This design comes from an exercise in tuning for small area on the open sky130 flow, not from production work.
In this exercise RTL edits were held to simulation tests only and were not proved equivalent to the original.
Power is estimated from default activity; no workload was simulated.

<file path="config.mk">
export PLATFORM = sky130hd
export DESIGN_NAME = sprite_display_top
export DESIGN_NICKNAME = sprite_display_top
export VERILOG_FILES = /design/flow/design.v
export SDC_FILE = /design/flow/constraint.sdc
export NUM_CORES = 4
export LEC_CHECK = 0
export CAP_MARGIN = 20
export CORE_MARGIN = 2
export CORE_UTILIZATION = 40
export PLACE_DENSITY = 0.6
export SLEW_MARGIN = 20
</file>
<file path="constraint.sdc">
create_clock -name core_clock -period 8.0 [get_ports {CLK}]
set_input_delay 1.6000 -clock core_clock [delete_from_list [all_inputs] [get_ports {CLK}]]
set_output_delay 1.6000 -clock core_clock [all_outputs]
set_load 0.01 [all_outputs]
</file>
<file path="design.v">
`default_nettype none
`timescale 1ns/1ps
module avalon_regs #(
	parameter int NUM_OBJECTS = 8,
	parameter int NUM_PALETTE = 8
) (
	input  wire                      CLK,
	input  wire                      RESET,
	input  wire                      avl_cs,
	input  wire                      avl_read,
	input  wire                      avl_write,
	input  wire [3:0]                avl_byte_en,
	input  wire [8:0]                avl_addr,
	input  wire [31:0]               avl_writedata,
	output logic [31:0]              readdata,
	output logic [NUM_OBJECTS*32-1:0] objects,
	output logic [NUM_PALETTE*32-1:0] palette
);
	localparam int OBJ_IDX_W = (NUM_OBJECTS > 1) ? $clog2(NUM_OBJECTS) : 1;
	localparam int ADDR_SEL_BIT = 8;
	logic                 wr_obj;
	logic                 wr_pal;
	logic                 rd_en;
	logic [OBJ_IDX_W-1:0] obj_idx;
	logic [2:0]           pal_idx;
	logic [31:0]          rd_word;
	function automatic logic [31:0] merge_lanes(
		input logic [31:0] old_word,
		input logic [31:0] new_word,
		input logic [3:0]  byte_en
	);
		logic [31:0] merged;
		merged = old_word;
		for (int b = 0; b < 4; b++) begin
			if (byte_en[b]) begin
				merged[b*8 +: 8] = new_word[b*8 +: 8];
			end
		end
		merge_lanes = merged;
	endfunction
	assign obj_idx = OBJ_IDX_W'(avl_addr % NUM_OBJECTS);
	assign pal_idx = avl_addr[2:0];
	assign wr_obj = avl_cs & avl_write & ~avl_addr[ADDR_SEL_BIT];
	assign wr_pal = avl_cs & avl_write & avl_addr[ADDR_SEL_BIT];
	assign rd_en  = avl_cs & avl_read;
	assign rd_word = avl_addr[ADDR_SEL_BIT] ? palette[pal_idx*32 +: 32] : objects[obj_idx*32 +: 32];
	always_ff @(posedge CLK) begin
		if (RESET) begin
			objects  <= '0;
			palette  <= '0;
			readdata <= '0;
		end else begin
			if (wr_obj) begin
				objects[obj_idx*32 +: 32] <= merge_lanes(objects[obj_idx*32 +: 32], avl_writedata, avl_byte_en);
			end
			if (wr_pal) begin
				palette[pal_idx*32 +: 32] <= merge_lanes(palette[pal_idx*32 +: 32], avl_writedata, avl_byte_en);
			end
			if (rd_en) begin
				readdata <= rd_word;
			end
		end
	end
endmodule
`default_nettype wire
`default_nettype none
`timescale 1ns/1ps
module vga_timing #(
	parameter int PIPE_DEPTH = 2
) (
	input  wire        CLK,
	input  wire        RESET,
	output logic       pix_en,
	output logic [9:0] draw_x,
	output logic [9:0] draw_y,
	output logic       blank_now,
	output logic       hs,
	output logic       vs,
	output logic       blank,
	output logic       pixel_clk
);
	localparam int H_VISIBLE = 640;
	localparam int H_FRONT   = 16;
	localparam int H_SYNC    = 96;
	localparam int H_TOTAL   = 800;
	localparam int V_VISIBLE = 480;
	localparam int V_FRONT   = 10;
	localparam int V_SYNC    = 2;
	localparam int V_TOTAL   = 525;
	logic       pix_phase;
	logic [2:0] sync_now;
	logic [2:0] sync_pipe [PIPE_DEPTH];
	assign pix_en    = pix_phase;
	assign pixel_clk = pix_phase;
	always_ff @(posedge CLK) begin
		if (RESET) begin
			pix_phase <= 1'b0;
			draw_x    <= '0;
			draw_y    <= '0;
		end else begin
			pix_phase <= ~pix_phase;
			if (pix_en) begin
				if (draw_x == 10'(H_TOTAL - 1)) begin
					draw_x <= '0;
					if (draw_y == 10'(V_TOTAL - 1)) begin
						draw_y <= '0;
					end else begin
						draw_y <= draw_y + 1'b1;
					end
				end else begin
					draw_x <= draw_x + 1'b1;
				end
			end
		end
	end
	assign sync_now[2] = !((draw_x >= H_VISIBLE + H_FRONT) &&
		(draw_x < H_VISIBLE + H_FRONT + H_SYNC));
	assign sync_now[1] = !((draw_y >= V_VISIBLE + V_FRONT) &&
		(draw_y < V_VISIBLE + V_FRONT + V_SYNC));
	assign sync_now[0] = (draw_x < H_VISIBLE) && (draw_y < V_VISIBLE);
	assign blank_now = sync_now[0];
	always_ff @(posedge CLK) begin
		if (RESET) begin
			for (int i = 0; i < PIPE_DEPTH; i++) begin
				sync_pipe[i] <= 3'b110;
			end
		end else if (pix_en) begin
			sync_pipe[0] <= sync_now;
			for (int i = 1; i < PIPE_DEPTH; i++) begin
				sync_pipe[i] <= sync_pipe[i-1];
			end
		end
	end
	assign hs    = sync_pipe[PIPE_DEPTH-1][2];
	assign vs    = sync_pipe[PIPE_DEPTH-1][1];
	assign blank = sync_pipe[PIPE_DEPTH-1][0];
endmodule
`default_nettype wire
`default_nettype none
`timescale 1ns/1ps
module object_scanner #(
	parameter int FIRST_INDEX = 0,
	parameter int GROUP_SIZE  = 4,
	parameter int NUM_OBJECTS = 8
) (
	input  wire                     CLK,
	input  wire                     RESET,
	input  wire                     pix_en,
	input  wire [9:0]               draw_x,
	input  wire [9:0]               draw_y,
	input  wire [NUM_OBJECTS*32-1:0] objects,
	output logic                    hit,
	output logic [3:0]              hit_color
);
	localparam int OBJ_SIZE_BASE = 8;
	localparam logic [3:0] COLOR_NONE = 4'd15;
	logic       hit_next;
	logic [3:0] color_next;
	function automatic logic obj_covers(
		input logic [31:0] obj,
		input logic [9:0]  px,
		input logic [9:0]  py
	);
		logic [5:0]  kind;
		logic [9:0]  ox;
		logic [9:0]  oy;
		logic [3:0]  color;
		logic [10:0] size;
		logic [10:0] x_end;
		logic [10:0] y_end;
		logic        in_x;
		logic        in_y;
		kind  = obj[31:26];
		ox    = obj[25:16];
		oy    = obj[15:6];
		color = obj[5:2];
		size  = 11'(OBJ_SIZE_BASE) << kind[1:0];
		x_end = {1'b0, ox} + size;
		y_end = {1'b0, oy} + size;
		in_x  = (px >= ox) && ({1'b0, px} < x_end);
		in_y  = (py >= oy) && ({1'b0, py} < y_end);
		obj_covers = (kind != '0) && (color != COLOR_NONE) && in_x && in_y;
	endfunction
	always_comb begin
		hit_next   = 1'b0;
		color_next = '0;
		for (int i = GROUP_SIZE - 1; i >= 0; i--) begin
			if (obj_covers(objects[(FIRST_INDEX + i)*32 +: 32], draw_x, draw_y)) begin
				hit_next   = 1'b1;
				color_next = objects[(FIRST_INDEX + i)*32 + 2 +: 4];
			end
		end
	end
	always_ff @(posedge CLK) begin
		if (RESET) begin
			hit       <= 1'b0;
			hit_color <= '0;
		end else if (pix_en) begin
			hit       <= hit_next;
			hit_color <= color_next;
		end
	end
endmodule
`default_nettype wire
`default_nettype none
`timescale 1ns/1ps
module layer_mixer #(
	parameter int NUM_PALETTE = 8
) (
	input  wire                      CLK,
	input  wire                      RESET,
	input  wire                      pix_en,
	input  wire                      blank_now,
	input  wire [9:0]                row,
	input  wire                      hit_a,
	input  wire [3:0]                hit_a_color,
	input  wire                      hit_b,
	input  wire [3:0]                hit_b_color,
	input  wire [NUM_PALETTE*32-1:0] palette,
	output logic [11:0]              rgb
);
	localparam int BG_SPLIT_ROW = 240;
	localparam logic [3:0] BG_TOP_IDX    = 4'd7;
	localparam logic [3:0] BG_BOTTOM_IDX = 4'd3;
	logic        blank_q;
	logic [9:0]  row_q;
	logic [3:0]  sel_idx;
	logic [31:0] sel_entry;
	logic [11:0] sel_rgb;
	always_comb begin
		if (hit_a) begin
			sel_idx = hit_a_color;
		end else if (hit_b) begin
			sel_idx = hit_b_color;
		end else if (row_q < BG_SPLIT_ROW) begin
			sel_idx = BG_TOP_IDX;
		end else begin
			sel_idx = BG_BOTTOM_IDX;
		end
	end
	assign sel_entry = palette[sel_idx[3:1]*32 +: 32];
	assign sel_rgb   = sel_idx[0] ? sel_entry[24:13] : sel_entry[12:1];
	always_ff @(posedge CLK) begin
		if (RESET) begin
			blank_q <= 1'b0;
			row_q   <= '0;
			rgb     <= '0;
		end else if (pix_en) begin
			blank_q <= blank_now;
			row_q   <= row;
			rgb     <= blank_q ? sel_rgb : '0;
		end
	end
endmodule
`default_nettype wire
`default_nettype none
`timescale 1ns/1ps
module sprite_display_top #(
	parameter int NUM_OBJECTS = 8,
	parameter int GROUP_SIZE  = 4,
	parameter int NUM_PALETTE = 8,
	parameter int PIPE_DEPTH  = 2
) (
	input  wire         CLK,
	input  wire         RESET,
	input  wire         avl_cs,
	input  wire         avl_read,
	input  wire         avl_write,
	input  wire [3:0]   avl_byte_en,
	input  wire [8:0]   avl_addr,
	input  wire [31:0]  avl_writedata,
	output logic [31:0] readdata,
	output logic [3:0]  red,
	output logic [3:0]  green,
	output logic [3:0]  blue,
	output logic        hs,
	output logic        vs,
	output logic        blank,
	output logic        pixel_clk
);
	logic [NUM_OBJECTS*32-1:0] objects;
	logic [NUM_PALETTE*32-1:0] palette;
	logic        pix_en;
	logic        blank_now;
	logic [9:0]  draw_x;
	logic [9:0]  draw_y;
	logic        hit_a;
	logic [3:0]  hit_a_color;
	logic        hit_b;
	logic [3:0]  hit_b_color;
	logic [11:0] rgb;
	avalon_regs #(
		.NUM_OBJECTS(NUM_OBJECTS),
		.NUM_PALETTE(NUM_PALETTE)
	) i_avalon_regs (
		.CLK          (CLK),
		.RESET        (RESET),
		.avl_cs       (avl_cs),
		.avl_read     (avl_read),
		.avl_write    (avl_write),
		.avl_byte_en  (avl_byte_en),
		.avl_addr     (avl_addr),
		.avl_writedata(avl_writedata),
		.readdata     (readdata),
		.objects      (objects),
		.palette      (palette)
	);
	vga_timing #(
		.PIPE_DEPTH(PIPE_DEPTH)
	) i_vga_timing (
		.CLK      (CLK),
		.RESET    (RESET),
		.pix_en   (pix_en),
		.draw_x   (draw_x),
		.draw_y   (draw_y),
		.blank_now(blank_now),
		.hs       (hs),
		.vs       (vs),
		.blank    (blank),
		.pixel_clk(pixel_clk)
	);
	object_scanner #(
		.FIRST_INDEX(0),
		.GROUP_SIZE (GROUP_SIZE),
		.NUM_OBJECTS(NUM_OBJECTS)
	) i_scanner_a (
		.CLK      (CLK),
		.RESET    (RESET),
		.pix_en   (pix_en),
		.draw_x   (draw_x),
		.draw_y   (draw_y),
		.objects  (objects),
		.hit      (hit_a),
		.hit_color(hit_a_color)
	);
	object_scanner #(
		.FIRST_INDEX(GROUP_SIZE),
		.GROUP_SIZE (GROUP_SIZE),
		.NUM_OBJECTS(NUM_OBJECTS)
	) i_scanner_b (
		.CLK      (CLK),
		.RESET    (RESET),
		.pix_en   (pix_en),
		.draw_x   (draw_x),
		.draw_y   (draw_y),
		.objects  (objects),
		.hit      (hit_b),
		.hit_color(hit_b_color)
	);
	layer_mixer #(
		.NUM_PALETTE(NUM_PALETTE)
	) i_layer_mixer (
		.CLK        (CLK),
		.RESET      (RESET),
		.pix_en     (pix_en),
		.blank_now  (blank_now),
		.row        (draw_y),
		.hit_a      (hit_a),
		.hit_a_color(hit_a_color),
		.hit_b      (hit_b),
		.hit_b_color(hit_b_color),
		.palette    (palette),
		.rgb        (rgb)
	);
	assign red   = rgb[11:8];
	assign green = rgb[7:4];
	assign blue  = rgb[3:0];
endmodule
`default_nettype wire
</file>
<file path="run.sh">
#!/bin/bash
# synth_recipe.tcl (not shown) runs the flow's synth.tcl, then flattens the netlist and writes it again
# the make line also repeats each setting of config.mk as NAME=value (left out here)
make -C /OpenROAD-flow-scripts/flow DESIGN_CONFIG=/design/flow/config.mk WORK_HOME=/design/flow/orfs CLKGATE_MAP_FILE= SYNTH_SCRIPT=/design/flow/synth_recipe.tcl finish
</file>
==> summary.txt <==
## path summary, 6_finish.rpt
path	startpoint	endpoint	slack, ns	cells after the start
setup / recovery	avl_addr[0]	i_avalon_regs.palette[166]	3.25	9
setup reg to reg	i_avalon_regs.objects[26]	i_scanner_a.hit_color[3]	3.63	16
hold reg to reg	i_scanner_a.hit_color[3]	i_scanner_a.hit_color[3]	0.45	2
hold / removal	i_scanner_a.hit_color[3]	i_scanner_a.hit_color[3]	0.45	2
## Yosys cell counts, drive strengths merged, types with 4 or more instances
cell type / n
a2111oi: 10
nor4: 18
a211oi: 78
and2: 64
inv: 251
a21oi: 153
a22oi: 511
ha: 340
buf: 74
o31ai: 5
o21ai: 174
xnor2: 69
a21boi: 14
o21a: 84
nor2b: 56
a31oi: 22
nand4: 36
nor3: 37
fa: 12
a311oi: 50
o311ai: 4
o311a: 5
a211o: 12
a2111o: 4
nor2: 645
or2: 4
nand2b: 41
o211ai: 15
nand2: 327
or3b: 4
dfxtp: 599
or3: 4
mux2i: 39
mux4: 128
clkbuf: 198
xor2: 31
and3: 10
o2111ai: 21
o21bai: 5
nand3: 42
a21o: 32
## sequential cells by signal, summed over array words and instances (netlist names), 6 cells and up
name                    flops
i_avalon_regs.objects     256
i_avalon_regs.palette     256
i_avalon_regs.readdata     32
i_layer_mixer.rgb          12
i_layer_mixer.row_q         6
i_vga_timing.draw_x        10
i_vga_timing.draw_y        10
i_vga_timing.sync_pipe      6
## per-layer routing
layer  track usage, %  vias up  wire [µm]
met5                0        -          0
met4            12.25        0       6142
met1            37.18    16380      57020
met3            3.539      316       9900
met2            44.74     1395      60970
li1                 -    15550          -
## cell families (layout without fill, tap and decap cells)
group	after synthesis	after routing	synth area share (%)
and+or+nand+nor	1300	1300	15.38
AOI/OAI and AO/OA	1229	1229	23.33
DFF	599	599	32.36
buffers and inverters	524	542	5.604
adders and majority gates	352	352	12.13
muxes	167	167	8.832
xor gates and xnor gates	100	100	2.363
## through the flow
stage          cell area [µm²]  power, µW
6_report                 41590       7092
5_1_grt                  41590       7280
4_1_cts                  41570       7115
3_5_place_dp             39130       3695
3_3_place_gp             39130       3694
2_1_floorplan            37060       3470
## layout make-up
class	count	area, µm²
timing repair buffer	167	1538
tap	1243	1555
sequential	599	11990
inverter	252	945.9
clock buffer	101	2083
fill	8976	50210
multi-input combinational	3148	23130
clock inverter	22	355.3
## worst max-delay path, stage by stage
cell      delay (ns)
buf_8           0.43
inv_1           0.13
ha_1            0.23
ha_1            0.39
nand2b_1        0.35
nor3_2          0.53
nand3_2         0.88
a22oi_1         0.46
nor2_1          0.07
## power breakdown
group,internal (µW),switching (µW)
Clock,2050,1400
Combinational,178,445
Sequential,3000,19.2
Total,5230,1860
## layout by cell type, fill, tap and decap left out, drive strengths merged, types with 88 or more instances in the layout
cell | netlist | layout
nand2 | 327 | 327
ha | 340 | 340
mux4 | 128 | 128
dfxtp | 599 | 599
a21oi | 153 | 153
clkbuf | 198 | 101
nor2 | 645 | 645
inv | 251 | 252
clkdlybuf4s50 | 0 | 88
a22oi | 511 | 511
o21ai | 174 | 174
==> results.ini <==
[clock_tree]
cts_tree=done
cts_buffers=72
cts.reportedPaths.clkPinSlew_ns=0.06
cts_max_level=3
cts_resized=0
clockBufferDepth=3
cts_setup_buffers=0
postCtsHoldBufs=0
insertion_delay_ns=0.65
cts-root-buf=clkbuf_16
cts_sinks=599

[yosys]
async_reset_ff_share_pct=0
synth_seq_area_share_pct=32.36
synth_area_leader_cell=dfxtp_1
syn_area_per_cell_um2=8.678
synth_area_um2=37060
synth.net_count=4673
ys_types=80
synth.area.top_cells=dfxtp_1 32%, ha_1 11%, a22oi_1 10%
synth-seq-cells=599
yosysWarnings=6
synth_edf_count=0
syn_inst=4271
ys.flop_type=dfxtp_1
post-synth-top-area-fraction_pct=32.36

[place]
dp_cells=5408
port_buffers=92
dp_hpwl_um=87790
place.gp.congestion=0.9346
dp_slack_ns=2.549

[floorplanning]
die_h_um=308.4
die_area_um2=95100
die_w_um=308.4
coreArea_um2=91800
pin_count=98
floorplan.rows=111
start_util_pct=40.37

[timing]
rsz0062_at_grt=false
max_freq_mhz=210.4
slew_viol_final=0
period_minus_slack_ns=4.754
relSlewSlack_pct=24.74
finalSetupTns_ns=0
finalSetupViolations=0
post-route-worst-setup-slack_ns=3.246
hold_slack_ns=0.4513
post-route-period-util_pct=59.42
final_hold_viol_count=0
tightestPinTransition_ns=1.117
fin_skew_ns=0.03695

[worst_setup_path]
cp.required_ns=8.48
cp-start-kind=input pin
critPathMaxFanout=53
critPathCaptureType=flop
path_class=in -> reg
arrival_ns=5.24

[cells_and_area]
drive_above_1_share_pct=8.743
final_cells=5532
final_core_util_pct=45.31
n_antenna_cell=0
final_nets=4642
area.growth.synth_to_final_pct=12.23

[drt]
drt_pass1_iterations=6
vias=33640
drt-initial-drc-count=3600
ant_nets=0
routed_wl_um=134000
via_per_inst=6.081
drc=0
wl_per_cell_um=24.23

[power_and_ir_drop]
ir_drop_mv=0.1393
power.density_nw_per_um2=170.5
p_leak_uw=0.01539

[grt]
antenna_found_initial=1
track_usage_pct=27.76
grt_pass1_vias=32040
grt_overflow=0
grt_pass1_wl_um=200900
grt_max_degree=227

[run]
drv_cap=0

[run_status]
outcome=complete, no violations

[hold_path]
hold_class=reg -> reg

-- afterwards: timing with drivers on the ports --
The results above use ideal ports. As a check the final layout listed here was re-extracted and re-timed, cells and wires unchanged. Step 1 (the two cells are an assumption about what drives the block):
set clk [get_ports {CLK}]
set_driving_cell -lib_cell sky130_fd_sc_hd__clkbuf_16 $clk
set_driving_cell -lib_cell sky130_fd_sc_hd__buf_2 [delete_from_list [all_inputs] $clk]
Step 2 adds t to the input delays and takes it off the output delays; t is the mean of the earliest and latest rising clock arrival at the registers after step 1. Input paths then give back, and output paths get back, about the clock's delay inside the block. a / b / c = ideal / step 1 / step 2; a / b = the first two.
t (ns): 0.705
slack for setup (ns): 3.246 / 3.263 / 2.559
worst setup path at the end: input to register
latest minus earliest clock arrival (ns): 0.038 / 0.039
After both steps setup and hold are still met in this run. For this run, drivers alone change the setup slack by +0.017 ns; drivers and shift together by -0.687 ns.
